This design comes from an exercise in tuning for small area on the open sky130 flow, not from production work.
In this exercise RTL edits were held to simulation tests only and were not proved equivalent to the original.

==> inputs of job 6778 <==
Design mod_reduce_top, start of the top module:
module mod_reduce_top (
  input  logic         clk,
  input  logic         rst,
  input  logic [199:0] operand,
  input  logic         operand_valid,
  output logic [10:0]  residue_a,
  output logic [10:0]  residue_b,
  output logic         residue_valid,
  output logic [19:0]  result,
  output logic         result_valid
);
clock: 9.0 ns
lec_check: 0
cap_margin: 20
core_margin: 2
core_utilization: 65
gpl_timing_driven: 0
slew_margin: 20
synth_hierarchical: 1
standard.sh (not shown) runs the stock make flow with config.mk's settings and CLKGATE_MAP_FILE= SYNTH_SCRIPT=/design/flow/synth_recipe.tcl, a recipe that flattens the netlist after the stock synthesis.
==> flow/flow/run.sh <==
#!/bin/bash
# Standard layout, with plain buf_1 cells as the input and output port buffers.
set -euo pipefail
export BUFFER_PORTS_ARGS="-buffer_cell sky130_fd_sc_hd__buf_1"
bash standard.sh > standard_flow.log 2>&1
==> job 4996: changes against job 6778 <==
--- a/flow/design.v
+++ b/flow/design.v
@@ -351,16 +351,16 @@
   logic l1_c300;
   logic l1_s301;
   logic l1_c302;
   logic l1_n303;
   logic l1_s304;
   logic l1_c305;
   logic l1_n306;
-  logic l1_hs307;
-  logic l1_hc308;
+  logic l1_s307;
+  logic l1_c308;
   logic l1_s309;
   logic l1_c310;
   logic l1_s311;
   logic l1_c312;
   logic l1_s313;
   logic l1_c314;
   logic l1_s315;
@@ -411,16 +411,16 @@
   logic l1_n360;
   logic l1_s361;
   logic l1_c362;
   logic l1_n363;
   logic l1_s364;
   logic l1_c365;
   logic l1_n366;
-  logic l1_hs367;
-  logic l1_hc368;
+  logic l1_s367;
+  logic l1_c368;
   logic l1_s369;
   logic l1_c370;
   logic l1_s371;
   logic l1_c372;
   logic l1_s373;
   logic l1_c374;
   logic l1_s375;
@@ -577,16 +577,16 @@
   logic l1_c526;
   logic l1_s527;
   logic l1_c528;
   logic l1_n529;
   logic l1_s530;
   logic l1_c531;
   logic l1_n532;
-  logic l1_hs533;
-  logic l1_hc534;
+  logic l1_s533;
+  logic l1_c534;
   logic l1_s535;
   logic l1_c536;
   logic l1_s537;
   logic l1_c538;
   logic l1_s539;
   logic l1_c540;
   logic l1_s541;
@@ -748,16 +748,16 @@
   logic l1_c697;
   logic l1_s698;
   logic l1_c699;
   logic l1_n700;
   logic l1_s701;
   logic l1_c702;
   logic l1_n703;
-  logic l1_hs704;
-  logic l1_hc705;
+  logic l1_s704;
+  logic l1_c705;
   logic l1_s706;
   logic l1_c707;
   logic l1_s708;
   logic l1_c709;
   logic l1_s710;
   logic l1_c711;
   logic l1_s712;
@@ -1038,16 +1038,16 @@
   logic l1_c987;
   logic l1_s988;
   logic l1_c989;
   logic l1_n990;
   logic l1_s991;
   logic l1_c992;
   logic l1_n993;
-  logic l1_hs994;
-  logic l1_hc995;
+  logic l1_s994;
+  logic l1_c995;
   logic l1_s996;
   logic l1_c997;
   logic l1_s998;
   logic l1_c999;
   logic l1_s1000;
   logic l1_c1001;
   logic l1_s1002;
@@ -1086,16 +1086,16 @@
   logic l1_n1035;
   logic l1_s1036;
   logic l1_c1037;
   logic l1_n1038;
   logic l1_s1039;
   logic l1_c1040;
   logic l1_n1041;
-  logic l1_hs1042;
-  logic l1_hc1043;
+  logic l1_s1042;
+  logic l1_c1043;
   logic l1_s1044;
   logic l1_c1045;
   logic l1_s1046;
   logic l1_c1047;
   logic l1_s1048;
   logic l1_c1049;
   logic l1_s1050;
@@ -1163,16 +1163,16 @@
   logic l1_s1112;
   logic l1_c1113;
   logic l1_s1114;
   logic l1_c1115;
   logic l1_n1116;
   logic l1_s1117;
   logic l1_c1118;
-  logic l1_hs1119;
-  logic l1_hc1120;
+  logic l1_s1119;
+  logic l1_c1120;
   logic l1_s1121;
   logic l1_c1122;
   logic l1_s1123;
   logic l1_c1124;
   logic l1_s1125;
   logic l1_c1126;
   logic l1_n1127;
@@ -1195,16 +1195,16 @@
   logic l1_c1144;
   logic l1_s1145;
   logic l1_c1146;
   logic l1_n1147;
   logic l1_s1148;
   logic l1_c1149;
   logic l1_n1150;
-  logic l1_hs1151;
-  logic l1_hc1152;
+  logic l1_s1151;
+  logic l1_c1152;
   logic l1_n1153;
   logic l1_s1154;
   logic l1_c1155;
   logic l1_s1156;
   logic l1_c1157;
   logic l1_n1158;
   logic l1_s1159;
@@ -2094,30 +2094,30 @@
   full_adder u_l1_s293 (.a(l1_c260), .b(l1_c262), .c(l1_s285), .s(l1_s293), .co(l1_c294));
   full_adder u_l1_s295 (.a(l1_s283), .b(l1_s289), .c(l1_c266), .s(l1_s295), .co(l1_c296));
   full_adder u_l1_s297 (.a(l1_s287), .b(l1_c268), .c(l1_s293), .s(l1_s297), .co(l1_c298));
   full_adder u_l1_s299 (.a(l1_s291), .b(l1_c270), .c(l1_s295), .s(l1_s299), .co(l1_c300));
   full_adder u_l1_s301 (.a(l1_c272), .b(l1_s297), .c(l1_c276), .s(l1_s301), .co(l1_c302));
   assign l1_n303 = ~l1_s301;
   full_adder u_l1_s304 (.a(l1_c274), .b(l1_s299), .c(l1_n303), .s(l1_s304), .co(l1_c305));
-  assign l1_n306 = ~l1_c279;
-  half_adder u_l1_hs307 (.a(l1_n306), .b(l1_s304), .s(l1_hs307), .co(l1_hc308));
+  assign l1_n306 = ~l1_s304;
+  full_adder u_l1_s307 (.a(l1_c279), .b(l1_n306), .c(l1_c282), .s(l1_s307), .co(l1_c308));
   full_adder u_l1_s309 (.a(operand[53]), .b(operand[67]), .c(operand[70]), .s(l1_s309), .co(l1_c310));
   full_adder u_l1_s311 (.a(operand[12]), .b(operand[63]), .c(operand[113]), .s(l1_s311), .co(l1_c312));
   full_adder u_l1_s313 (.a(operand[82]), .b(operand[106]), .c(operand[117]), .s(l1_s313), .co(l1_c314));
   full_adder u_l1_s315 (.a(operand[122]), .b(operand[127]), .c(operand[154]), .s(l1_s315), .co(l1_c316));
   full_adder u_l1_s317 (.a(operand[175]), .b(operand[190]), .c(l1_c286), .s(l1_s317), .co(l1_c318));
   full_adder u_l1_s319 (.a(operand[193]), .b(l1_c284), .c(l1_c290), .s(l1_s319), .co(l1_c320));
   full_adder u_l1_s321 (.a(l1_c288), .b(l1_s309), .c(l1_s313), .s(l1_s321), .co(l1_c322));
   full_adder u_l1_s323 (.a(l1_s311), .b(l1_s315), .c(l1_c292), .s(l1_s323), .co(l1_c324));
   full_adder u_l1_s325 (.a(l1_c294), .b(l1_s317), .c(l1_s321), .s(l1_s325), .co(l1_c326));
   full_adder u_l1_s327 (.a(l1_s319), .b(l1_c296), .c(l1_s323), .s(l1_s327), .co(l1_c328));
   full_adder u_l1_s329 (.a(l1_c298), .b(l1_s325), .c(l1_c302), .s(l1_s329), .co(l1_c330));
   full_adder u_l1_s331 (.a(l1_c300), .b(l1_s327), .c(l1_c305), .s(l1_s331), .co(l1_c332));
-  assign l1_n333 = ~l1_s329;
-  full_adder u_l1_s334 (.a(l1_n333), .b(l1_hc308), .c(l1_s331), .s(l1_s334), .co(l1_c335));
+  assign l1_n333 = ~l1_s331;
+  full_adder u_l1_s334 (.a(l1_s329), .b(l1_n333), .c(l1_c308), .s(l1_s334), .co(l1_c335));
   full_adder u_l1_s336 (.a(operand[48]), .b(operand[53]), .c(operand[54]), .s(l1_s336), .co(l1_c337));
   full_adder u_l1_s338 (.a(operand[68]), .b(operand[71]), .c(operand[83]), .s(l1_s338), .co(l1_c339));
   full_adder u_l1_s340 (.a(operand[13]), .b(operand[64]), .c(operand[114]), .s(l1_s340), .co(l1_c341));
   full_adder u_l1_s342 (.a(operand[107]), .b(operand[118]), .c(operand[176]), .s(l1_s342), .co(l1_c343));
   full_adder u_l1_s344 (.a(operand[123]), .b(operand[128]), .c(operand[155]), .s(l1_s344), .co(l1_c345));
   full_adder u_l1_s346 (.a(operand[191]), .b(operand[197]), .c(l1_c310), .s(l1_s346), .co(l1_c347));
   full_adder u_l1_s348 (.a(operand[194]), .b(l1_c312), .c(l1_c316), .s(l1_s348), .co(l1_c349));
@@ -2126,16 +2126,16 @@
   full_adder u_l1_s354 (.a(l1_s342), .b(l1_c318), .c(l1_c322), .s(l1_s354), .co(l1_c355));
   full_adder u_l1_s356 (.a(l1_s348), .b(l1_c324), .c(l1_s352), .s(l1_s356), .co(l1_c357));
   full_adder u_l1_s358 (.a(l1_s346), .b(l1_s350), .c(l1_c326), .s(l1_s358), .co(l1_c359));
   assign l1_n360 = ~l1_s354;
   full_adder u_l1_s361 (.a(l1_n360), .b(l1_c328), .c(l1_s356), .s(l1_s361), .co(l1_c362));
   assign l1_n363 = ~l1_s361;
   full_adder u_l1_s364 (.a(l1_s358), .b(l1_n363), .c(l1_c330), .s(l1_s364), .co(l1_c365));
-  assign l1_n366 = ~l1_s364;
-  half_adder u_l1_hs367 (.a(l1_c332), .b(l1_n366), .s(l1_hs367), .co(l1_hc368));
+  assign l1_n366 = ~l1_c332;
+  full_adder u_l1_s367 (.a(l1_n366), .b(l1_s364), .c(l1_c335), .s(l1_s367), .co(l1_c368));
   full_adder u_l1_s369 (.a(operand[49]), .b(operand[54]), .c(operand[55]), .s(l1_s369), .co(l1_c370));
   full_adder u_l1_s371 (.a(operand[69]), .b(operand[72]), .c(operand[84]), .s(l1_s371), .co(l1_c372));
   full_adder u_l1_s373 (.a(operand[14]), .b(operand[65]), .c(operand[124]), .s(l1_s373), .co(l1_c374));
   full_adder u_l1_s375 (.a(operand[108]), .b(operand[119]), .c(operand[153]), .s(l1_s375), .co(l1_c376));
   full_adder u_l1_s377 (.a(operand[129]), .b(operand[156]), .c(operand[195]), .s(l1_s377), .co(l1_c378));
   full_adder u_l1_s379 (.a(operand[163]), .b(operand[177]), .c(operand[192]), .s(l1_s379), .co(l1_c380));
   full_adder u_l1_s381 (.a(operand[198]), .b(l1_c337), .c(l1_c339), .s(l1_s381), .co(l1_c382));
@@ -2212,16 +2212,16 @@
   full_adder u_l1_s519 (.a(l1_s501), .b(l1_s509), .c(l1_c484), .s(l1_s519), .co(l1_c520));
   full_adder u_l1_s521 (.a(l1_c486), .b(l1_s511), .c(l1_s515), .s(l1_s521), .co(l1_c522));
   full_adder u_l1_s523 (.a(l1_s513), .b(l1_c490), .c(l1_s519), .s(l1_s523), .co(l1_c524));
   full_adder u_l1_s525 (.a(l1_c488), .b(l1_s517), .c(l1_c492), .s(l1_s525), .co(l1_c526));
   full_adder u_l1_s527 (.a(l1_s521), .b(l1_c494), .c(l1_s525), .s(l1_s527), .co(l1_c528));
   assign l1_n529 = ~l1_s523;
   full_adder u_l1_s530 (.a(l1_n529), .b(l1_s527), .c(l1_c496), .s(l1_s530), .co(l1_c531));
-  assign l1_n532 = ~l1_s530;
-  half_adder u_l1_hs533 (.a(l1_n532), .b(l1_c498), .s(l1_hs533), .co(l1_hc534));
+  assign l1_n532 = ~l1_c498;
+  full_adder u_l1_s533 (.a(l1_s530), .b(l1_n532), .c(l1_c500), .s(l1_s533), .co(l1_c534));
   full_adder u_l1_s535 (.a(operand[19]), .b(operand[70]), .c(operand[71]), .s(l1_s535), .co(l1_c536));
   full_adder u_l1_s537 (.a(operand[59]), .b(operand[60]), .c(operand[63]), .s(l1_s537), .co(l1_c538));
   full_adder u_l1_s539 (.a(operand[77]), .b(operand[89]), .c(operand[92]), .s(l1_s539), .co(l1_c540));
   full_adder u_l1_s541 (.a(operand[113]), .b(operand[124]), .c(operand[158]), .s(l1_s541), .co(l1_c542));
   full_adder u_l1_s543 (.a(operand[129]), .b(operand[134]), .c(operand[165]), .s(l1_s543), .co(l1_c544));
   full_adder u_l1_s545 (.a(operand[168]), .b(l1_c504), .c(l1_c506), .s(l1_s545), .co(l1_c546));
   full_adder u_l1_s547 (.a(operand[184]), .b(l1_c502), .c(l1_c510), .s(l1_s547), .co(l1_c548));
@@ -2230,16 +2230,16 @@
   full_adder u_l1_s553 (.a(l1_s541), .b(l1_c512), .c(l1_c516), .s(l1_s553), .co(l1_c554));
   full_adder u_l1_s555 (.a(l1_s545), .b(l1_s549), .c(l1_c518), .s(l1_s555), .co(l1_c556));
   full_adder u_l1_s557 (.a(l1_s547), .b(l1_c520), .c(l1_s551), .s(l1_s557), .co(l1_c558));
   full_adder u_l1_s559 (.a(l1_c522), .b(l1_s553), .c(l1_s555), .s(l1_s559), .co(l1_c560));
   full_adder u_l1_s561 (.a(l1_c526), .b(l1_s559), .c(l1_c528), .s(l1_s561), .co(l1_c562));
   assign l1_n563 = ~l1_s561;
   full_adder u_l1_s564 (.a(l1_c524), .b(l1_s557), .c(l1_n563), .s(l1_s564), .co(l1_c565));
-  assign l1_n566 = ~l1_c531;
-  full_adder u_l1_s567 (.a(l1_n566), .b(l1_hc534), .c(l1_s564), .s(l1_s567), .co(l1_c568));
+  assign l1_n566 = ~l1_s564;
+  full_adder u_l1_s567 (.a(l1_c531), .b(l1_n566), .c(l1_c534), .s(l1_s567), .co(l1_c568));
   full_adder u_l1_s569 (.a(operand[60]), .b(operand[64]), .c(operand[78]), .s(l1_s569), .co(l1_c570));
   full_adder u_l1_s571 (.a(operand[90]), .b(operand[93]), .c(operand[114]), .s(l1_s571), .co(l1_c572));
   full_adder u_l1_s573 (.a(operand[71]), .b(operand[72]), .c(operand[130]), .s(l1_s573), .co(l1_c574));
   full_adder u_l1_s575 (.a(operand[125]), .b(operand[169]), .c(operand[20]), .s(l1_s575), .co(l1_c576));
   full_adder u_l1_s577 (.a(operand[135]), .b(operand[166]), .c(operand[185]), .s(l1_s577), .co(l1_c578));
   full_adder u_l1_s579 (.a(l1_c538), .b(l1_c540), .c(l1_c542), .s(l1_s579), .co(l1_c580));
   full_adder u_l1_s581 (.a(l1_c536), .b(l1_c544), .c(l1_s573), .s(l1_s581), .co(l1_c582));
@@ -2304,15 +2304,15 @@
   full_adder u_l1_s692 (.a(l1_c661), .b(l1_s680), .c(l1_s684), .s(l1_s692), .co(l1_c693));
   full_adder u_l1_s694 (.a(l1_c665), .b(l1_s688), .c(l1_s692), .s(l1_s694), .co(l1_c695));
   full_adder u_l1_s696 (.a(l1_c663), .b(l1_s690), .c(l1_c669), .s(l1_s696), .co(l1_c697));
   full_adder u_l1_s698 (.a(l1_c667), .b(l1_s694), .c(l1_c671), .s(l1_s698), .co(l1_c699));
   assign l1_n700 = ~l1_s698;
   full_adder u_l1_s701 (.a(l1_s696), .b(l1_c673), .c(l1_n700), .s(l1_s701), .co(l1_c702));
   assign l1_n703 = ~l1_s701;
-  half_adder u_l1_hs704 (.a(l1_c676), .b(l1_n703), .s(l1_hs704), .co(l1_hc705));
+  full_adder u_l1_s704 (.a(l1_c676), .b(l1_n703), .c(l1_c679), .s(l1_s704), .co(l1_c705));
   full_adder u_l1_s706 (.a(operand[49]), .b(operand[69]), .c(operand[83]), .s(l1_s706), .co(l1_c707));
   full_adder u_l1_s708 (.a(operand[76]), .b(operand[77]), .c(operand[103]), .s(l1_s708), .co(l1_c709));
   full_adder u_l1_s710 (.a(operand[107]), .b(operand[130]), .c(operand[174]), .s(l1_s710), .co(l1_c711));
   full_adder u_l1_s712 (.a(operand[135]), .b(operand[140]), .c(operand[171]), .s(l1_s712), .co(l1_c713));
   full_adder u_l1_s714 (.a(operand[190]), .b(l1_c681), .c(l1_c685), .s(l1_s714), .co(l1_c715));
   full_adder u_l1_s716 (.a(operand[25]), .b(l1_c683), .c(l1_c687), .s(l1_s716), .co(l1_c717));
   full_adder u_l1_s718 (.a(l1_s708), .b(l1_s712), .c(l1_c689), .s(l1_s718), .co(l1_c719));
@@ -2455,15 +2455,15 @@
   full_adder u_l1_s982 (.a(l1_c952), .b(l1_s972), .c(l1_s976), .s(l1_s982), .co(l1_c983));
   full_adder u_l1_s984 (.a(l1_s978), .b(l1_c958), .c(l1_s980), .s(l1_s984), .co(l1_c985));
   full_adder u_l1_s986 (.a(l1_c956), .b(l1_s982), .c(l1_c962), .s(l1_s986), .co(l1_c987));
   full_adder u_l1_s988 (.a(l1_c960), .b(l1_s984), .c(l1_c964), .s(l1_s988), .co(l1_c989));
   assign l1_n990 = ~l1_s986;
   full_adder u_l1_s991 (.a(l1_n990), .b(l1_s988), .c(l1_c966), .s(l1_s991), .co(l1_c992));
   assign l1_n993 = ~l1_c968;
-  half_adder u_l1_hs994 (.a(l1_s991), .b(l1_n993), .s(l1_hs994), .co(l1_hc995));
+  full_adder u_l1_s994 (.a(l1_s991), .b(l1_n993), .c(l1_c971), .s(l1_s994), .co(l1_c995));
   full_adder u_l1_s996 (.a(operand[36]), .b(operand[87]), .c(operand[88]), .s(l1_s996), .co(l1_c997));
   full_adder u_l1_s998 (.a(operand[94]), .b(operand[95]), .c(operand[98]), .s(l1_s998), .co(l1_c999));
   full_adder u_l1_s1000 (.a(operand[146]), .b(operand[151]), .c(operand[172]), .s(l1_s1000), .co(l1_c1001));
   full_adder u_l1_s1002 (.a(operand[141]), .b(operand[190]), .c(l1_c973), .s(l1_s1002), .co(l1_c1003));
   full_adder u_l1_s1004 (.a(operand[198]), .b(operand[35]), .c(l1_c975), .s(l1_s1004), .co(l1_c1005));
   full_adder u_l1_s1006 (.a(l1_c979), .b(l1_s996), .c(l1_s1000), .s(l1_s1006), .co(l1_c1007));
   full_adder u_l1_s1008 (.a(l1_c977), .b(l1_s998), .c(l1_c983), .s(l1_s1008), .co(l1_c1009));
@@ -2481,15 +2481,15 @@
   full_adder u_l1_s1031 (.a(l1_s1021), .b(l1_c1003), .c(l1_s1025), .s(l1_s1031), .co(l1_c1032));
   full_adder u_l1_s1033 (.a(l1_c1007), .b(l1_s1027), .c(l1_s1029), .s(l1_s1033), .co(l1_c1034));
   assign l1_n1035 = ~l1_c1011;
   full_adder u_l1_s1036 (.a(l1_c1009), .b(l1_n1035), .c(l1_s1031), .s(l1_s1036), .co(l1_c1037));
   assign l1_n1038 = ~l1_s1033;
   full_adder u_l1_s1039 (.a(l1_n1038), .b(l1_s1036), .c(l1_c1013), .s(l1_s1039), .co(l1_c1040));
   assign l1_n1041 = ~l1_s1039;
-  half_adder u_l1_hs1042 (.a(l1_c1015), .b(l1_n1041), .s(l1_hs1042), .co(l1_hc1043));
+  full_adder u_l1_s1042 (.a(l1_c1015), .b(l1_n1041), .c(l1_c1018), .s(l1_s1042), .co(l1_c1043));
   full_adder u_l1_s1044 (.a(operand[38]), .b(operand[89]), .c(operand[90]), .s(l1_s1044), .co(l1_c1045));
   full_adder u_l1_s1046 (.a(operand[96]), .b(operand[103]), .c(operand[148]), .s(l1_s1046), .co(l1_c1047));
   full_adder u_l1_s1048 (.a(operand[100]), .b(operand[143]), .c(operand[192]), .s(l1_s1048), .co(l1_c1049));
   full_adder u_l1_s1050 (.a(operand[174]), .b(operand[37]), .c(l1_c1020), .s(l1_s1050), .co(l1_c1051));
   full_adder u_l1_s1052 (.a(l1_c1024), .b(l1_s1044), .c(l1_s1046), .s(l1_s1052), .co(l1_c1053));
   full_adder u_l1_s1054 (.a(l1_c1022), .b(l1_s1048), .c(l1_c1026), .s(l1_s1054), .co(l1_c1055));
   full_adder u_l1_s1056 (.a(l1_c1028), .b(l1_s1050), .c(l1_s1052), .s(l1_s1056), .co(l1_c1057));
@@ -2523,43 +2523,43 @@
   full_adder u_l1_s1106 (.a(operand[41]), .b(operand[99]), .c(operand[151]), .s(l1_s1106), .co(l1_c1107));
   full_adder u_l1_s1108 (.a(operand[146]), .b(operand[195]), .c(operand[199]), .s(l1_s1108), .co(l1_c1109));
   full_adder u_l1_s1110 (.a(operand[177]), .b(l1_c1089), .c(l1_s1106), .s(l1_s1110), .co(l1_c1111));
   full_adder u_l1_s1112 (.a(l1_c1093), .b(l1_s1110), .c(l1_c1095), .s(l1_s1112), .co(l1_c1113));
   full_adder u_l1_s1114 (.a(l1_c1091), .b(l1_s1108), .c(l1_c1097), .s(l1_s1114), .co(l1_c1115));
   assign l1_n1116 = ~l1_s1114;
   full_adder u_l1_s1117 (.a(l1_c1099), .b(l1_s1112), .c(l1_n1116), .s(l1_s1117), .co(l1_c1118));
-  half_adder u_l1_hs1119 (.a(l1_c1102), .b(l1_s1117), .s(l1_hs1119), .co(l1_hc1120));
+  full_adder u_l1_s1119 (.a(l1_c1102), .b(l1_s1117), .c(l1_c1105), .s(l1_s1119), .co(l1_c1120));
   full_adder u_l1_s1121 (.a(operand[42]), .b(operand[100]), .c(operand[152]), .s(l1_s1121), .co(l1_c1122));
   full_adder u_l1_s1123 (.a(operand[147]), .b(operand[196]), .c(l1_c1109), .s(l1_s1123), .co(l1_c1124));
   full_adder u_l1_s1125 (.a(operand[178]), .b(l1_c1107), .c(l1_s1121), .s(l1_s1125), .co(l1_c1126));
   assign l1_n1127 = ~l1_s1123;
   full_adder u_l1_s1128 (.a(l1_c1111), .b(l1_n1127), .c(l1_s1125), .s(l1_s1128), .co(l1_c1129));
   assign l1_n1130 = ~l1_c1115;
   full_adder u_l1_s1131 (.a(l1_c1113), .b(l1_s1128), .c(l1_n1130), .s(l1_s1131), .co(l1_c1132));
-  full_adder u_l1_s1133 (.a(l1_c1118), .b(l1_s1131), .c(l1_hc1120), .s(l1_s1133), .co(l1_c1134));
+  full_adder u_l1_s1133 (.a(l1_c1118), .b(l1_s1131), .c(l1_c1120), .s(l1_s1133), .co(l1_c1134));
   full_adder u_l1_s1135 (.a(operand[43]), .b(operand[101]), .c(operand[179]), .s(l1_s1135), .co(l1_c1136));
   full_adder u_l1_s1137 (.a(l1_c1122), .b(l1_s1135), .c(l1_c1126), .s(l1_s1137), .co(l1_c1138));
   assign l1_n1139 = ~l1_s1137;
   full_adder u_l1_s1140 (.a(operand[148]), .b(l1_c1124), .c(l1_n1139), .s(l1_s1140), .co(l1_c1141));
   assign l1_n1142 = ~l1_s1140;
   full_adder u_l1_s1143 (.a(l1_c1129), .b(l1_n1142), .c(l1_c1132), .s(l1_s1143), .co(l1_c1144));
   full_adder u_l1_s1145 (.a(operand[44]), .b(operand[180]), .c(l1_c1136), .s(l1_s1145), .co(l1_c1146));
   assign l1_n1147 = ~operand[149];
   full_adder u_l1_s1148 (.a(l1_n1147), .b(l1_s1145), .c(l1_c1138), .s(l1_s1148), .co(l1_c1149));
   assign l1_n1150 = ~l1_c1141;
-  half_adder u_l1_hs1151 (.a(l1_n1150), .b(l1_s1148), .s(l1_hs1151), .co(l1_hc1152));
+  full_adder u_l1_s1151 (.a(l1_n1150), .b(l1_s1148), .c(l1_c1144), .s(l1_s1151), .co(l1_c1152));
   assign l1_n1153 = ~operand[150];
   full_adder u_l1_s1154 (.a(operand[45]), .b(l1_n1153), .c(l1_c1146), .s(l1_s1154), .co(l1_c1155));
-  full_adder u_l1_s1156 (.a(l1_s1154), .b(l1_c1149), .c(l1_hc1152), .s(l1_s1156), .co(l1_c1157));
+  full_adder u_l1_s1156 (.a(l1_s1154), .b(l1_c1149), .c(l1_c1152), .s(l1_s1156), .co(l1_c1157));
   assign l1_n1158 = ~operand[151];
   full_adder u_l1_s1159 (.a(operand[46]), .b(l1_n1158), .c(l1_c1155), .s(l1_s1159), .co(l1_c1160));
   assign l1_n1161 = ~operand[152];
   half_adder u_l1_hs1162 (.a(operand[47]), .b(l1_n1161), .s(l1_hs1162), .co(l1_hc1163));
-  assign l1_a1164 = {1'b0, l1_hc1163, l1_hs1162, l1_s1159, l1_s1156, l1_hs1151, l1_s1143, l1_s1133, l1_hs1119, l1_s1104, ~l1_s1086, l1_hc1043, l1_hs1042, l1_hc995, l1_hs994, l1_s970, ~l1_s945, ~l1_c899, ~l1_s898, ~l1_s869, ~l1_s837, l1_s811, l1_s782, l1_s755, l1_hc705, l1_hs704, l1_s678, ~l1_s654, ~l1_s629, l1_hs599, l1_s567, l1_hs533, l1_s497, ~l1_s467, ~l1_s434, l1_hc368, l1_hs367, l1_s334, l1_hs307, l1_c256, l1_s255, ~l1_s228, ~l1_s197, l1_s166, l1_s134, l1_s104, ~l1_s74, ~l1_c30, l1_s26, ~l1_s8};
-  assign l1_b1165 = {1'b0, 1'b0, l1_c1160, l1_c1157, 1'b0, l1_c1144, l1_c1134, 1'b0, l1_c1105, ~l1_c1087, 1'b0, ~l1_s1063, l1_c1018, l1_s1017, l1_c971, 1'b0, l1_s947, l1_s925, ~l1_c870, l1_c840, l1_s839, l1_c783, 1'b0, ~l1_c730, ~l1_s729, l1_c679, ~l1_c655, ~l1_c630, 1'b0, l1_c568, 1'b0, ~l1_c500, ~l1_s499, 1'b0, ~l1_c402, ~l1_s401, l1_c335, 1'b0, ~l1_c282, ~l1_s281, ~l1_c229, 1'b0, l1_c167, 1'b0, l1_c105, 1'b0, l1_s76, l1_s52, ~l1_s29, l1_s10};
+  assign l1_a1164 = {1'b0, l1_hc1163, l1_hs1162, l1_s1159, l1_s1156, l1_s1151, l1_s1143, l1_s1133, l1_s1119, l1_s1104, ~l1_s1086, ~l1_s1063, l1_s1042, l1_s1017, l1_s994, l1_s970, ~l1_s945, ~l1_c899, ~l1_s898, ~l1_s869, ~l1_s837, l1_s811, l1_s782, l1_s755, ~l1_s729, l1_s704, l1_s678, ~l1_s654, ~l1_s629, l1_hs599, ~l1_s567, ~l1_s533, l1_s497, ~l1_s467, ~l1_s434, ~l1_s401, ~l1_s367, ~l1_s334, ~l1_s307, l1_c256, l1_s255, ~l1_s228, ~l1_s197, l1_s166, l1_s134, l1_s104, ~l1_s74, ~l1_c30, l1_s26, ~l1_s8};
+  assign l1_b1165 = {1'b0, 1'b0, l1_c1160, l1_c1157, 1'b0, 1'b0, l1_c1134, 1'b0, 1'b0, ~l1_c1087, 1'b0, l1_c1043, 1'b0, l1_c995, 1'b0, 1'b0, l1_s947, l1_s925, ~l1_c870, l1_c840, l1_s839, l1_c783, 1'b0, ~l1_c730, l1_c705, 1'b0, ~l1_c655, ~l1_c630, 1'b0, ~l1_c568, 1'b0, 1'b0, ~l1_s499, 1'b0, ~l1_c402, ~l1_c368, 1'b0, 1'b0, 1'b0, ~l1_s281, ~l1_c229, 1'b0, l1_c167, 1'b0, l1_c105, 1'b0, l1_s76, l1_s52, ~l1_s29, l1_s10};
   logic [49:0] l1_xp, l1_xg;
   assign l1_xp = l1_a1164 ^ l1_b1165;
   assign l1_xg = l1_a1164 & l1_b1165;
   logic l1_xG1; assign l1_xG1 = l1_xg[1] | (l1_xp[1] & l1_xg[0]);
   logic l1_xG2; assign l1_xG2 = l1_xg[3] | (l1_xp[3] & l1_xg[2]);
   logic l1_xP2; assign l1_xP2 = l1_xp[3] & l1_xp[2];
   logic l1_xG3; assign l1_xG3 = l1_xg[5] | (l1_xp[5] & l1_xg[4]);
- CTS_BUF_LIST: unset -> sky130_fd_sc_hd__clkbuf_8
- CTS_CLUSTER_SIZE: unset -> 20
==> out/qor.yml <==
placement:
  routabilityCongestion: 1.09
yosys:
  yosysSeqAreaShare: 0.0794
sta:
  max_freq_mhz: 115
  fin_crit_sh: 0.969
  finalClockSkew_ns: 0.0178
  tightest_slew_ns: 0.854
critical_path:
  worstPathRequired_ns: 9.28
global_routing:
  met1_usage: 0.502
status:
  status: "complete, no violations"
[end of results for job 4996]
==> out/qor.yml <==
placement:
  place_area_um2: 25900
  routabilityCongestion: 1.05
sta:
  max_freq_mhz: 115
  finalClockSkew_ns: 0.0163
  tightest_slew_ns: 0.958
yosys:
  synthXorXnorAreaFrac: 0.0396
  yosysSeqAreaShare: 0.0789
global_routing:
  met1_usage: 0.511
status:
  status: "complete, no violations"
critical_path:
  r2r-end: "rb_q[9]"
  worstPathRequired_ns: 9.25
[end of results for job 6778]

[port drivers added, routing unchanged]
Ports are ideal in the flow. The routed layouts listed here were re-timed in OpenROAD. Step 1 (the two cells are an assumption about what drives the block):
set clk [get_ports {clk}]
set_driving_cell -lib_cell sky130_fd_sc_hd__clkbuf_16 $clk
set_driving_cell -lib_cell sky130_fd_sc_hd__buf_2 [delete_from_list [all_inputs] $clk]
Step 2, shift: input delay + t, output delay - t, t = (earliest + latest rising clock arrival at the registers) / 2. This alone moves slack from input paths to output paths. a / b / c = ideal ports / drivers / drivers and shift; a / b = the first two.
| run | shift t [ns] | slack for setup (ns) | worst setup path after step 2 | slew at the worst register clock pin (ns) |
|---|---|---|---|---|
| job 6778 | 0.409 | 0.305 / 0.305 / 0.305 | register to register | 0.08 / 0.08 |
| job 4996 | 0.434 | 0.283 / 0.295 / -0.139 | input to register | 0.11 / 0.11 |
Met with ideal ports but missed after step 2: setup timing in job 4996. For job 4996, which loses most, drivers alone change the setup slack by +0.012 ns; drivers and shift together by -0.422 ns.
